From an optimization exercise on the open Yosys and OpenROAD flow, aimed at small area, a short achievable clock period and few clock cycles per item; shortcuts taken in it are not production practice.
At most, simulation tests tie the RTL to the original design; equivalence was not proved.

// expr_eval_top
module expr_eval_top (
	input  logic                     clk_2,
	input  logic                     rst_n,
	input  logic                     in_valid,
	input  expr_token_pkg::tok_val_t tok_in,
	input  logic                     op_flag,
	input  logic                     mode,
	output logic                     out_valid,
	output expr_token_pkg::result_t  result
);
==> flow/config.mk <==
export PLATFORM = sky130hd
export DESIGN_NAME = expr_eval_top
export DESIGN_NICKNAME = expr_eval_top
export VERILOG_FILES = /design/flow/design.v
export SDC_FILE = /design/flow/constraint.sdc
export NUM_CORES = 4
export LEC_CHECK = 0
export CAP_MARGIN = 20
export CORE_MARGIN = 2
export CORE_UTILIZATION = 60
export PLACE_DENSITY = 0.85
export SLEW_MARGIN = 20
==> flow/constraint.sdc <==
create_clock -name core_clock -period 10.0 [get_ports {clk_2}]
set_input_delay 2.0000 -clock core_clock [delete_from_list [all_inputs] [get_ports {clk_2}]]
set_output_delay 2.0000 -clock core_clock [all_outputs]
set_load 0.01 [all_outputs]
standard.sh (not shown) runs the stock make flow with config.mk's settings and CLKGATE_MAP_FILE= SYNTH_SCRIPT=/design/flow/synth_recipe.tcl, a recipe that flattens the netlist after the stock synthesis.
==> flow/flow/run.sh <==
#!/bin/bash
# Standard layout, with timing repair aiming for more setup slack.
set -euo pipefail
bash standard.sh SETUP_SLACK_MARGIN=6 finish > standard_flow.log 2>&1
The baseline completed without violations.
Testbench counts at the start, summed over its fixed seeds: cycles 22,062, frames 1,600.
Edit:
--- a/flow/design.v
+++ b/flow/design.v
@@ -320,24 +320,20 @@
 		.cfg_sx     (nx_cfg_sx),
 		.aop        (nx_aop),
 		.ncons      (nx_ncons),
 		.push_x     (nx_push_x),
 		.ld_c0      (nx_ld_c0),
 		.ld_c1      (nx_ld_c1),
 		.o_push     (nx_o_push),
 		.o_push_has (nx_o_push_has),
 		.o_set_has  (nx_o_set_has)
 	);
-	logic       fx_cfg;
-	logic [2:0] fx_aop;
-	assign fx_cfg = pmode_d ? c0_d[3] : drn_d;
-	assign fx_aop = !pmode_d ? oop0_d : c0_d[3] ? c0_d[2:0] : c1_d[2:0];
 	always_ff @(posedge clk_2 or negedge rst_n) begin
 		if (!rst_n) begin
 			alu_go     <= 1'b0;
 			cfg_sx     <= 1'b0;
 			aop        <= 3'd0;
 			ncons      <= 2'd0;
 			push_x     <= 1'b0;
 			ld_c0      <= 1'b0;
 			ld_c1      <= 1'b0;
 			o_push     <= 1'b0;
@@ -352,48 +348,48 @@
 			ld_c0      <= nx_ld_c0;
 			ld_c1      <= nx_ld_c1;
 			o_push     <= nx_o_push;
 			o_push_has <= nx_o_push_has;
 			o_set_has  <= nx_o_set_has;
 		end
 	end
 	logic [2:0] nd;
 	logic [5:0] nx_bsel;
 	always_comb begin
-		if (!fx_cfg)   nd = c0_d[2:0];
+		if (!nx_cfg_sx)   nd = c0_d[2:0];
 		else if (!ts0_d)  nd = ls0_d;
 		else              nd = xn_d[2:0];
 		if (busy_d) begin
 			nx_bsel = {xn_d[0] ^ pb_d,
 			           (xn_d[1] & ~xn_d[0] & ~pb_d) | (~xn_d[1] & xn_d[0] & pb_d),
 			           xn_d[1], 1'b0, 1'b0, 1'b1};
 		end else begin
 			nx_bsel = {nd[0], nd[1] & ~nd[0], nd[1], nd[2] ^ nd[1], nd[2] & nd[1], 1'b0};
 		end
 	end
 	always_ff @(posedge clk_2) begin
 		if (abs_setup) begin
 			qls_r  <= 1'b0;
 			qtk_r  <= 1'b0;
 			sub_r  <= t[31];
 			pinv_r <= t[31];
 			qinv_r <= 1'b0;
 		end else begin
-			qls_r  <= fx_cfg && !ts0_d;
-			qtk_r  <= !fx_cfg;
-			sub_r  <= (fx_aop == 3'd1) || (fx_aop == 3'd4);
-			pinv_r <= ((fx_aop == 3'd1) || (fx_aop == 3'd4)) && fx_cfg;
-			qinv_r <= ((fx_aop == 3'd1) || (fx_aop == 3'd4)) && !fx_cfg;
+			qls_r  <= nx_cfg_sx && !ts0_d;
+			qtk_r  <= !nx_cfg_sx;
+			sub_r  <= (nx_aop == 3'd1) || (nx_aop == 3'd4);
+			pinv_r <= ((nx_aop == 3'd1) || (nx_aop == 3'd4)) && nx_cfg_sx;
+			qinv_r <= ((nx_aop == 3'd1) || (nx_aop == 3'd4)) && !nx_cfg_sx;
 		end
-		opk_r  <= {fx_aop > 3'd4, fx_aop == 3'd4, fx_aop == 3'd2, fx_aop == 3'd3,
-		           fx_aop == 3'd0 || fx_aop == 3'd1};
-		mcs_r  <= fx_cfg && ts0_d && !abs_setup;
+		opk_r  <= {nx_aop > 3'd4, nx_aop == 3'd4, nx_aop == 3'd2, nx_aop == 3'd3,
+		           nx_aop == 3'd0 || nx_aop == 3'd1};
+		mcs_r  <= nx_cfg_sx && ts0_d && !abs_setup;
 		bsel_r <= nx_bsel;
 	end
 	always_ff @(posedge clk_2 or negedge rst_n) begin
 		if (!rst_n) begin
 			fr        <= 1'b0;
 			en        <= 1'b0;
 			wp        <= '0;
 			rp        <= '0;
 			rem       <= '0;
 			c0v       <= 1'b0;
Final area climbs by 3.4%. First-iteration DRC count increases by 21%. Synthesized cell count increases by 2.5%. Setup slack got worse by 0.099 ns. Synthesized area rises by 1.4%. Via count rises by 4.7%. Die area rises by 1.4%. Global-route usage increases by 1.1 points. Fmax went down by 2.4%.
Testbench counts after the change, summed over its fixed seeds: cycles 22,062, frames 1,600.


Another version of the RTL of expr_eval_top (not shown whole).
For scale: about 430 flip-flops, ~41 I/O pins, about 0.028 mm^2 of cells after synthesis.
Settings: LEC_CHECK=0, CAP_MARGIN=20, CORE_MARGIN=2, CORE_UTILIZATION=40, SLEW_MARGIN=20; clock period 10.0 ns.
==> flow/flow/run.sh <==
#!/bin/bash
# Standard layout, with timing repair aiming for more setup slack.
set -euo pipefail
bash standard.sh SETUP_SLACK_MARGIN=7 finish > standard_flow.log 2>&1
Testbench counts at the start, summed over its fixed seeds: cycles 21,040, frames 1,600.
Edit:
--- a/flow/design.v
+++ b/flow/design.v
@@ -222,24 +222,25 @@
 		.acc   (acc),
 		.t     (t),
 		.u     (u),
 		.y_mul (y_mul)
 	);
 	logic sel_t, sel_u, sel_m, sel_2;
 	assign sel_t = opk_r[0] || (opk_r[1] && !t[31]);
 	assign sel_u = opk_r[1] && t[31];
 	assign sel_m = opk_r[2];
 	assign sel_2 = opk_r[3];
 	assign y = {32{sel_t}} & t | {32{sel_u}} & ~u | {32{sel_m}} & y_mul
 	         | {32{sel_2}} & {t[30:0], 1'b0};
+	assign result = out_valid ? x : '0;
 	logic last_op, drained, comp, idle_fin, clr;
 	assign last_op  = pmode || !ov[1];
 	assign drained  = (ncons == 2'd2) ? !c2v : (ncons == 2'd1) ? !c1v : !c0v;
 	assign comp     = fin && ended && drained && last_op;
 	assign idle_fin = ended && !c0v && !busy && !drn;
 	assign clr      = comp || idle_fin;
 	logic [1:0] n;
 	logic [4:0] rem_n;
 	logic       do_push, do_pop, x_small, o_pop;
 	assign n       = (mul_setup || mul_iter) ? 2'd0 : ncons;
 	assign rem_n   = rem - {3'd0, n} + {4'd0, tok_new};
 	assign do_push = push_x && xv;
@@ -377,28 +378,26 @@
 			wp        <= '0;
 			rp        <= '0;
 			rem       <= '0;
 			c0v       <= 1'b0;
 			c1v       <= 1'b0;
 			c2v       <= 1'b0;
 			c3v       <= 1'b0;
 			xv        <= 1'b0;
 			ov        <= '0;
 			drn       <= 1'b0;
 			busy      <= 1'b0;
 			out_valid <= 1'b0;
-			result    <= '0;
 		end else begin
 			out_valid <= comp;
-			result    <= comp ? y : '0;
 			c0v       <= c0v_d;
 			c1v       <= c1v_d;
 			c2v       <= c2v_d;
 			c3v       <= c3v_d;
 			drn       <= drn_d;
 			if (clr) begin
 				fr   <= 1'b0;
 				en   <= 1'b0;
 				wp   <= '0;
 				rp   <= '0;
 				rem  <= '0;
 				xv   <= 1'b0;
Result: Clock-buffer cell count went down by 9. Register-to-register slack improved by 0.15 ns. Wire length went down by 1.7%. Final cell count went down by 0.61%. Cell area went down by 6.0%. Core utilization went down by 1.1 points. Setup slack improved by 0.15 ns. Fmax went up by 3.6%. First-iteration DRC count went up by 17%. Die area went down by 3.8%. Non-clock buffer count went down by 69. Synthesized area went down by 3.9%.
No functional check of the RTL was part of the second run of this note.


## oak
Another version of the RTL of expr_eval_top (not shown whole).
For scale: ~41 I/O pins, about 0.026 sq mm of cells after synthesis.
clock: 10.0 ns
lec_check: 0
cap_margin: 20
core_margin: 2
core_utilization: 55
place_density: 0.75
slew_margin: 20
==> flow/flow/run.sh <==
#!/bin/bash
# Standard layout, with timing repair aiming for more setup slack.
set -euo pipefail
bash standard.sh SETUP_SLACK_MARGIN=6 finish > standard_flow.log 2>&1
oak: flow completed, timing, DRC and antenna clean
Testbench counts of oak, summed over its fixed seeds: cycles 22,062, frames 1,600.
### oak -> pine
--- a/flow/design.v
+++ b/flow/design.v
@@ -208,14 +208,15 @@
 	);
 	logic sel_t, sel_m, sel_2, x_t;
 	assign sel_t = opk_r[0] || opk_r[1];
 	assign sel_m = opk_r[2];
 	assign sel_2 = opk_r[3];
 	assign y = {32{sel_t}} & t | {32{sel_m}} & y_mul | {32{sel_2}} & {t[30:0], 1'b0};
 	assign x_t = (fin || abs_setup) && sel_t;
+	assign result = out_valid ? x : '0;
 	logic last_op, drained, comp, idle_fin, clr;
 	assign last_op  = pmode || !ov[1];
 	assign drained  = (ncons == 2'd2) ? !c2v : (ncons == 2'd1) ? !c1v : !c0v;
 	assign comp     = fin && ended && drained && last_op;
 	assign idle_fin = ended && !c0v && !busy && !drn;
 	assign clr      = comp || idle_fin;
 	logic [1:0] n;
@@ -325,14 +326,18 @@
 		.push_x     (nx_push_x),
 		.ld_c0      (nx_ld_c0),
 		.ld_c1      (nx_ld_c1),
 		.o_push     (nx_o_push),
 		.o_push_has (nx_o_push_has),
 		.o_set_has  (nx_o_set_has)
 	);
+	logic       fx_cfg;
+	logic [2:0] fx_aop;
+	assign fx_cfg = pmode_d ? c0_d[3] : drn_d;
+	assign fx_aop = !pmode_d ? oop0_d : c0_d[3] ? c0_d[2:0] : c1_d[2:0];
 	always_ff @(posedge clk_2 or negedge rst_n) begin
 		if (!rst_n) begin
 			alu_go     <= 1'b0;
 			cfg_sx     <= 1'b0;
 			aop        <= 3'd0;
 			ncons      <= 2'd0;
 			push_x     <= 1'b0;
@@ -353,17 +358,17 @@
 			o_push_has <= nx_o_push_has;
 			o_set_has  <= nx_o_set_has;
 		end
 	end
 	logic [2:0] nd;
 	logic [5:0] nx_bsel;
 	logic       nx_mcs;
-	assign nx_mcs = nx_cfg_sx && ts0_d && !abs_setup;
+	assign nx_mcs = fx_cfg && ts0_d && !abs_setup;
 	always_comb begin
-		if (!nx_cfg_sx)   nd = c0_d[2:0];
+		if (!fx_cfg)   nd = c0_d[2:0];
 		else if (!ts0_d)  nd = ls0_d;
 		else              nd = xn_d[2:0];
 		if (busy_d) begin
 			nx_bsel = {xn_d[0] ^ pb_d,
 			           (xn_d[1] & ~xn_d[0] & ~pb_d) | (~xn_d[1] & xn_d[0] & pb_d),
 			           xn_d[1], 1'b0, 1'b0, 1'b1};
 		end else begin
@@ -374,22 +379,22 @@
 		if (abs_setup) begin
 			qls_r  <= 1'b0;
 			qtk_r  <= 1'b0;
 			sub_r  <= t[31];
 			pinv_r <= t[31];
 			qinv_r <= 1'b0;
 		end else begin
-			qls_r  <= nx_cfg_sx && !ts0_d;
-			qtk_r  <= !nx_cfg_sx;
-			sub_r  <= (nx_aop == 3'd1) || (nx_aop == 3'd4);
-			pinv_r <= ((nx_aop == 3'd1) || (nx_aop == 3'd4)) && nx_cfg_sx;
-			qinv_r <= ((nx_aop == 3'd1) || (nx_aop == 3'd4)) && !nx_cfg_sx;
+			qls_r  <= fx_cfg && !ts0_d;
+			qtk_r  <= !fx_cfg;
+			sub_r  <= (fx_aop == 3'd1) || (fx_aop == 3'd4);
+			pinv_r <= ((fx_aop == 3'd1) || (fx_aop == 3'd4)) && fx_cfg;
+			qinv_r <= ((fx_aop == 3'd1) || (fx_aop == 3'd4)) && !fx_cfg;
 		end
-		opk_r  <= {nx_aop > 3'd4, nx_aop == 3'd4, nx_aop == 3'd2, nx_aop == 3'd3,
-		           nx_aop == 3'd0 || nx_aop == 3'd1};
+		opk_r  <= {fx_aop > 3'd4, fx_aop == 3'd4, fx_aop == 3'd2, fx_aop == 3'd3,
+		           fx_aop == 3'd0 || fx_aop == 3'd1};
 		mcs_r  <= nx_mcs;
 		bsel_r <= {nx_bsel[5] & !nx_mcs, nx_bsel[5] & nx_mcs,
 		           nx_bsel[4] & !nx_mcs, nx_bsel[4] & nx_mcs, nx_bsel[3],
 		           nx_bsel[2] & !nx_mcs, nx_bsel[2] & nx_mcs,
 		           nx_bsel[1] & !nx_mcs, nx_bsel[1] & nx_mcs, nx_bsel[0]};
 	end
 	always_ff @(posedge clk_2 or negedge rst_n) begin
@@ -405,18 +410,16 @@
 			c3v       <= 1'b0;
 			xv        <= 1'b0;
 			ov        <= '0;
 			drn       <= 1'b0;
 			busy      <= 1'b0;
 			absb      <= 1'b0;
 			out_valid <= 1'b0;
-			result    <= '0;
 		end else begin
 			out_valid <= comp;
-			result    <= comp ? y : '0;
 			c0v       <= c0v_d;
 			c1v       <= c1v_d;
 			c2v       <= c2v_d;
 			c3v       <= c3v_d;
 			drn       <= drn_d;
 			if (clr) begin
 				fr   <= 1'b0;
==> run notes <==
Routed via count (pine / oak): 0.885
Of the two values seen for start point of the critical path, out_valid was produced by pine and in_valid by oak.
oak → pine: number of signal-net inverters in the final layout picked up an extra 1, boundary pin count neither gained nor lost much, area after synthesis lost 5.2%, number of flip-flops and latches in the synthesized netlist lost 32.
Note that the total setup buffers inserted after CTS recorded for pine amounts to 0.54 times the value seen in oak.
On detail-routed via count per cell, oak and pine are basically level.
Going from oak to pine, distinct cell type count after synthesis moved down; total length of routed wires moved down.
Testbench counts of pine, summed over its fixed seeds: cycles 22,062, frames 1,600.

afterwards: timing with drivers on the ports:
The results above use ideal ports. As a check the final layouts listed here were re-extracted and re-timed, cells and wires unchanged. Step 1 (the two cells are an assumption about what drives the block):
set clk [get_ports {clk_2}]
set_driving_cell -lib_cell sky130_fd_sc_hd__clkbuf_16 $clk
set_driving_cell -lib_cell sky130_fd_sc_hd__buf_2 [delete_from_list [all_inputs] $clk]
Step 2 moves the port delays by t, midway between the first and last clock arrival at a register: inputs arrive t later, outputs are due t later. That takes back most of the time a late clock gives input paths. a / b / c = no drivers / after step 1 / after step 2; a / b = the first two.
run | shift t [ns] | slack for setup (ns) | hold WS [ns] | worst slew at a driven data input, ns | pins driven straight from the clock port
the first run of note 1 | 0.608 | 5.944 / 5.932 / 5.470 | 0.445 / 0.445 / 0.445 | 0.03 | 1
the second run of note 1 | 0.631 | 5.846 / 5.846 / 5.399 | 0.448 / 0.448 / 0.448 | 0.05 | 1
the first run of note 2 | 0.663 | 5.784 / 5.784 / 5.402 | 0.443 / 0.443 / 0.443 | 0.05 | 1
the second run of note 2 | 0.667 | 5.931 / 5.931 / 5.342 | 0.452 / 0.452 / 0.452 | 0.05 | 1
oak | 0.668 | 5.939 / 5.956 / 5.288 | 0.449 / 0.449 / 0.449 | 0.06 | 1
pine | 0.641 | 6.018 / 5.964 / 5.647 | 0.443 / 0.443 / 0.443 | 0.03 | 1
After both steps every run listed still meets setup and hold. The setup slack of oak, which loses most, moves by +0.017 ns with the drivers and by -0.651 ns with both steps.
